This design comes from an exercise in tuning for small area and a short achievable clock period on the open sky130 flow, not from production work.

==> inputs of sierra <==
## ex_top
module ex_top (
    input  logic               clk,
    input  logic               reset,
    input  logic               in_valid,
    input  logic [4:0]         operator,
    input  logic [31:0]        operand1,
    input  logic [31:0]        operand2,
    input  logic [4:0]         dest_addr,
    input  logic               dest_write,
    output logic               out_valid,
    output logic [4:0]         write_addr,
    output logic               write_enable,
    output logic [31:0]        write_data
);
make LEC_CHECK=0 CAP_MARGIN=20 CORE_MARGIN=2 CORE_UTILIZATION=40 SLEW_MARGIN=20 finish   # period 14.0 ns
run.sh (not shown) runs the stock make flow with config.mk's settings and CLKGATE_MAP_FILE= SYNTH_SCRIPT=/design/flow/synth_recipe.tcl, a recipe that flattens the netlist after the stock synthesis.
==> inputs of amber, as changes to sierra <==
--- a/flow/design.v
+++ b/flow/design.v
@@ -8,15 +8,15 @@
     input  logic [4:0]         dest_addr,
     input  logic               dest_write,
     output logic               out_valid,
     output logic [4:0]         write_addr,
     output logic               write_enable,
     output logic [31:0]        write_data
 );
-    localparam bit SHIFT_MULT = 0;
+    localparam bit SHIFT_MULT = 1;
     logic [4:0] op;
     assign op = operator;
     logic op_or, op_and, op_nor, op_xor, op_sll, op_srl, op_sra;
     logic op_add, op_addu, op_sub, op_subu, op_slt, op_sltu, op_clz, op_clo;
     logic op_mul, op_mult, op_multu, op_mfhi, op_mflo, op_mthi, op_mtlo;
     assign op_or    = op == 5'd1;
     assign op_and   = op == 5'd2;
ABC_AREA = 1   (was not set)
==> results_dict.tcl <==
set metrics [dict create \
    num-fill-cells 11720 \
    routabilityCongestion 1.07 \
    critPathMaxFanout 32 \
    use_met3 0.137 \
    yosys.area_share.adder 0.287 \
    fp.dieH_microns 340 \
    reg2reg_to "write_data[22]$_DFF_P_" \
    yosysSeqAreaShare 0.0455 \
    routed.top_layer "met5" \
    status "complete, no violations" \
    hold_end "hi[5]$_SDFFE_PP0P_" \
    viasPerCell 7.03 \
    inverters 625 \
    setup_slack_ns 1.50 \
    clkSlewWorstSetupHoldPaths_ns 0.09 \
    synth_commonest_cells "a21oi_1, clkbuf_1, inv_1, nand2_1, nor2_1" \
]
[end of results for sierra]
==> results_dict.tcl <==
set metrics [dict create \
    inverters 854 \
    setup_slack_ns 1.10 \
    yosys.area_share.adder 0.381 \
    use_met3 0.0810 \
    fp.dieH_microns 295 \
    routed.top_layer "met4" \
    num-fill-cells 8386 \
    clkSlewWorstSetupHoldPaths_ns 0.08 \
    viasPerCell 5.93 \
    status "complete, no violations" \
    routabilityCongestion 1.03 \
    critPathMaxFanout 35 \
    hold_end "hi[31]$_SDFFE_PP0P_" \
]
[end of results for amber]
Function was not checked in any run of this note: the RTL went through the layout flow alone.

==> inputs of 12-04 <==
Another version of the RTL of ex_top (not shown whole).
export LEC_CHECK = 0
export ABC_AREA = 1
export CAP_MARGIN = 20
export CORE_MARGIN = 2
export CORE_UTILIZATION = 40
export SLEW_MARGIN = 20
export SYNTH_HIERARCHICAL = 1
create_clock -name core_clock -period 14.0 [get_ports {clk}]
standard.sh (not shown) runs the stock make flow with config.mk's settings and CLKGATE_MAP_FILE= SYNTH_SCRIPT=/design/flow/synth_recipe.tcl, a recipe that flattens the netlist after the stock synthesis.
==> flow/flow/run.sh <==
#!/bin/bash
# Layout flow: the standard flow (standard.sh), with the port buffers
# inserted as sky130_fd_sc_hd__buf_2 cells instead of the default delay-buffer
# cells. Every tool's output goes to flow_run.log; ORFS keeps its per-step logs
# under orfs/logs.
set -euo pipefail
export BUFFER_PORTS_ARGS="-buffer_cell sky130_fd_sc_hd__buf_2"
export SETUP_SLACK_MARGIN=4
bash standard.sh finish > flow_run.log 2>&1
==> inputs of 05-10, as changes to 12-04 <==
==> flow/flow/run.sh (replaced) <==
#!/bin/bash
# Layout flow: the standard flow (standard.sh), with the port buffers
# inserted as sky130_fd_sc_hd__buf_2 cells instead of the default delay-buffer
# cells. Every tool's output goes to flow_run.log; ORFS keeps its per-step logs
# under orfs/logs.
set -euo pipefail
export BUFFER_PORTS_ARGS="-buffer_cell sky130_fd_sc_hd__buf_2"
bash standard.sh finish > flow_run.log 2>&1
Settings changed: SETUP_SLACK_MARGIN set to 4.5.
==> inputs of 03-02, as changes to 12-04 <==
--- a/flow/design.v
+++ b/flow/design.v
@@ -2558,42 +2558,37 @@
             for (genvar j = 0; j < 32; j++) begin : g_rev2
                 assign sout_rev[j] = sout[31-j];
             end
             assign sres = ({32{op_sll}} & sout_rev) | ({32{op_srl | op_sra}} & sout);
         end
     endgenerate
-    logic [31:0] hi, lo, hi_d, lo_d, hi_keep, lo_keep;
-    logic        hilo_mul, hilo_mul_n;
-    assign hilo_mul   = ~reset & in_valid & (op_mult | op_multu);
-    assign hilo_mul_n = ~reset & ~(in_valid & (op_mult | op_multu));
-    assign hi_keep = {32{hilo_mul_n}} & ((in_valid & op_mthi) ? operand1 : hi);
-    assign lo_keep = {32{hilo_mul_n}} & ((in_valid & op_mtlo) ? operand1 : lo);
-    generate
-        for (genvar j = 0; j < 32; j++) begin : g_hilo
-            ex_ao21 u_hi (.a(hi_keep[j]), .b(hilo_mul), .c(prod[32+j]), .y(hi_d[j]));
-            ex_ao21 u_lo (.a(lo_keep[j]), .b(hilo_mul), .c(prod[j]),    .y(lo_d[j]));
-        end
-    endgenerate
+    logic [31:0] hi, lo;
+    logic        hilo_mul;
+    assign hilo_mul = in_valid & (op_mult | op_multu);
     always_ff @(posedge clk) begin
-        hi <= hi_d;
-        lo <= lo_d;
-    end
-    logic [31:0] data_other, data_next;
-    logic        sel_mul;
-    assign sel_mul = op_mul | op_mult | op_multu;
-    assign data_other = lres | sres
-                      | ({32{op_add | op_addu | op_sub | op_subu}} & sum)
-                      | {31'd0, (op_slt & slt_bit) | (op_sltu & sltu_bit)}
-                      | ({32{op_clz | op_clo}} & {26'd0, lz_cnt})
-                      | ({32{op_mfhi}} & hi)
-                      | ({32{op_mflo}} & lo);
-    generate
-        for (genvar j = 0; j < 32; j++) begin : g_wd
-            ex_ao21 u_wd (.a(data_other[j]), .b(sel_mul), .c(prod[j]), .y(data_next[j]));
+        if (reset) begin
+            hi <= '0;
+            lo <= '0;
+        end else begin
+            if (hilo_mul) begin
+                hi <= prod[63:32];
+                lo <= prod[31:0];
+            end else begin
+                if (in_valid & op_mthi) hi <= operand1;
+                if (in_valid & op_mtlo) lo <= operand1;
+            end
         end
-    endgenerate
+    end
+    logic [31:0] data_next;
+    assign data_next = lres | sres
+                     | ({32{op_add | op_addu | op_sub | op_subu}} & sum)
+                     | {31'd0, (op_slt & slt_bit) | (op_sltu & sltu_bit)}
+                     | ({32{op_clz | op_clo}} & {26'd0, lz_cnt})
+                     | ({32{op_mul | op_mult | op_multu}} & prod[31:0])
+                     | ({32{op_mfhi}} & hi)
+                     | ({32{op_mflo}} & lo);
     always_ff @(posedge clk) begin
         if (reset) begin
             out_valid    <= 1'b0;
             write_enable <= 1'b0;
         end else begin
             out_valid    <= in_valid;
@@ -2602,15 +2597,12 @@
     end
     always_ff @(posedge clk) begin
         write_addr <= dest_addr;
         write_data <= data_next;
     end
 endmodule
-module ex_ao21 (input logic a, input logic b, input logic c, output logic y);
-    assign y = a | (b & c);
-endmodule
 module ex_fa (input logic a, input logic b, input logic c, output logic s, output logic co);
     assign s  = a ^ b ^ c;
     assign co = (a & b) | (a & c) | (b & c);
 endmodule
 module ex_ha (input logic a, input logic b, output logic s, output logic co);
     assign s  = a ^ b;
==> flow/run.sh (new file) <==
#!/bin/bash
# synth_recipe.tcl (not shown) runs the flow's synth.tcl, then flattens the netlist and writes it again
# the make line also repeats each setting of config.mk as NAME=value (left out here)
make -C /OpenROAD-flow-scripts/flow DESIGN_CONFIG=/design/flow/config.mk WORK_HOME=/design/flow/orfs CLKGATE_MAP_FILE= SYNTH_SCRIPT=/design/flow/synth_recipe.tcl finish
Settings changed: SETUP_SLACK_MARGIN set to 4.5.
removed: flow/flow/run.sh
removed: flow/standard.sh
==> run notes <==
|  | 05-10 | 12-04 | 03-02 |
|---|---|---|---|
| Post-synthesis cell count | 4,254 | 4,254 | 4,169 |
| WL met2 | 61,600 um | 61,700 um | 63,300 um |
| Portion of synthesized cell area occupied by the leading cell type | 0.292 | 0.292 | 0.295 |
| Share of final-layout standard cells stronger than drive strength 1 | 0.0916 | 0.0842 | 0.0723 |
| Layout filler cell count | 8,379 | 8,436 | 8,260 |
| Register-to-register path setup slack | 12,020 ps | 12,010 ps | 11,850 ps |
| Met3 wire length | 20,600 um | 20,200 um | 21,100 um |
| Met1 wire length | 58,200 um | 58,100 um | 59,900 um |
| Wire length of the first global-routing pass | 217,000 um | 216,000 um | 223,000 um |
| Util after Layout | 0.432 | 0.427 | 0.443 |
| Number of multi-input combinational cells | 3,335 | 3,335 | 3,362 |
| Capture point of the critical path | write_data[27]$_DFF_P_ | hi[27]$_DFF_P_ | write_data[16]$_DFF_P_ |
| Outcome | finished clean | finished clean | finished clean |
| Hold Crit Start | lo[6]$_DFF_P_ | lo[6]$_DFF_P_ | lo[31]$_SDFFE_PP0P_ |
Function was not checked in any run of this note: the RTL went through the layout flow alone.

==> v38 <==
Another version of the RTL of ex_top (not shown whole).
export LEC_CHECK = 0
export ABC_AREA = 1
export CAP_MARGIN = 20
export CORE_MARGIN = 2
export CORE_UTILIZATION = 40
export SLEW_MARGIN = 20
export SYNTH_HIERARCHICAL = 1
create_clock -name core_clock -period 14.0 [get_ports {clk}]
==> flow/flow/run.sh <==
#!/bin/bash
# Layout flow: the standard flow (standard.sh), with the port buffers
# inserted as sky130_fd_sc_hd__buf_2 cells instead of the default delay-buffer
# cells. Every tool's output goes to flow_run.log; ORFS keeps its per-step logs
# under orfs/logs.
set -euo pipefail
export BUFFER_PORTS_ARGS="-buffer_cell sky130_fd_sc_hd__buf_2"
export SETUP_SLACK_MARGIN=5.25
bash standard.sh finish > flow_run.log 2>&1
==> v31: changes against v38 <==
--- a/flow/flow/run.sh
+++ b/flow/flow/run.sh
@@ -5,5 +5,4 @@
 # under orfs/logs.
 set -euo pipefail
 export BUFFER_PORTS_ARGS="-buffer_cell sky130_fd_sc_hd__buf_2"
-export SETUP_SLACK_MARGIN=5.25
 bash standard.sh finish > flow_run.log 2>&1
--- a/flow/config.mk
+++ b/flow/config.mk
@@ -9,5 +9,6 @@
 export CAP_MARGIN = 20
 export CORE_MARGIN = 2
 export CORE_UTILIZATION = 40
+export SETUP_SLACK_MARGIN = 4.5
 export SLEW_MARGIN = 20
 export SYNTH_HIERARCHICAL = 1
==> summary of the runs <==
Between v31 and v38, the lower setup slack is in v31 (gap 560 ps).
Die area is the same in v31 and v38.
Wire length: v31 is smaller than v38 (3.9%).
Non-clock buffer count: v38 is higher than v31 (56).
No functional check of the RTL was part of any run of this note.

==> port drivers added, routing unchanged <==
The results above use ideal ports. As a check the final layouts listed here were re-extracted and re-timed, cells and wires unchanged. Step 1 (the two cells are an assumption about what drives the block):
set clk [get_ports {clk}]
set_driving_cell -lib_cell sky130_fd_sc_hd__clkbuf_16 $clk
set_driving_cell -lib_cell sky130_fd_sc_hd__buf_2 [delete_from_list [all_inputs] $clk]
Step 2, shift: input delay + t, output delay - t, t = (earliest + latest rising clock arrival at the registers) / 2. This alone moves slack from input paths to output paths. Slacks: no drivers / after step 1 / after step 2; pairs: no drivers / after step 1.
run	t (ns)	slack for setup (ns)	hold slack, ns
sierra	0.455	1.503 / 1.539 / 1.084	0.562 / 0.562 / 0.562
amber	0.408	1.101 / 1.065 / 0.656	0.471 / 0.471 / 0.471
12-04	0.450	4.330 / 4.357 / 3.908	0.595 / 0.595 / 0.595
05-10	0.451	4.686 / 4.718 / 4.267	0.604 / 0.604 / 0.604
03-02	0.406	4.582 / 4.594 / 4.187	0.485 / 0.485 / 0.485
v38	0.408	5.174 / 5.189 / 4.781	0.513 / 0.513 / 0.513
v31	0.407	4.613 / 4.624 / 4.217	0.510 / 0.510 / 0.510
After both steps setup and hold are still met in every run listed. The setup slack of amber, which loses most, moves by -0.036 ns with the drivers and by -0.445 ns with both steps.
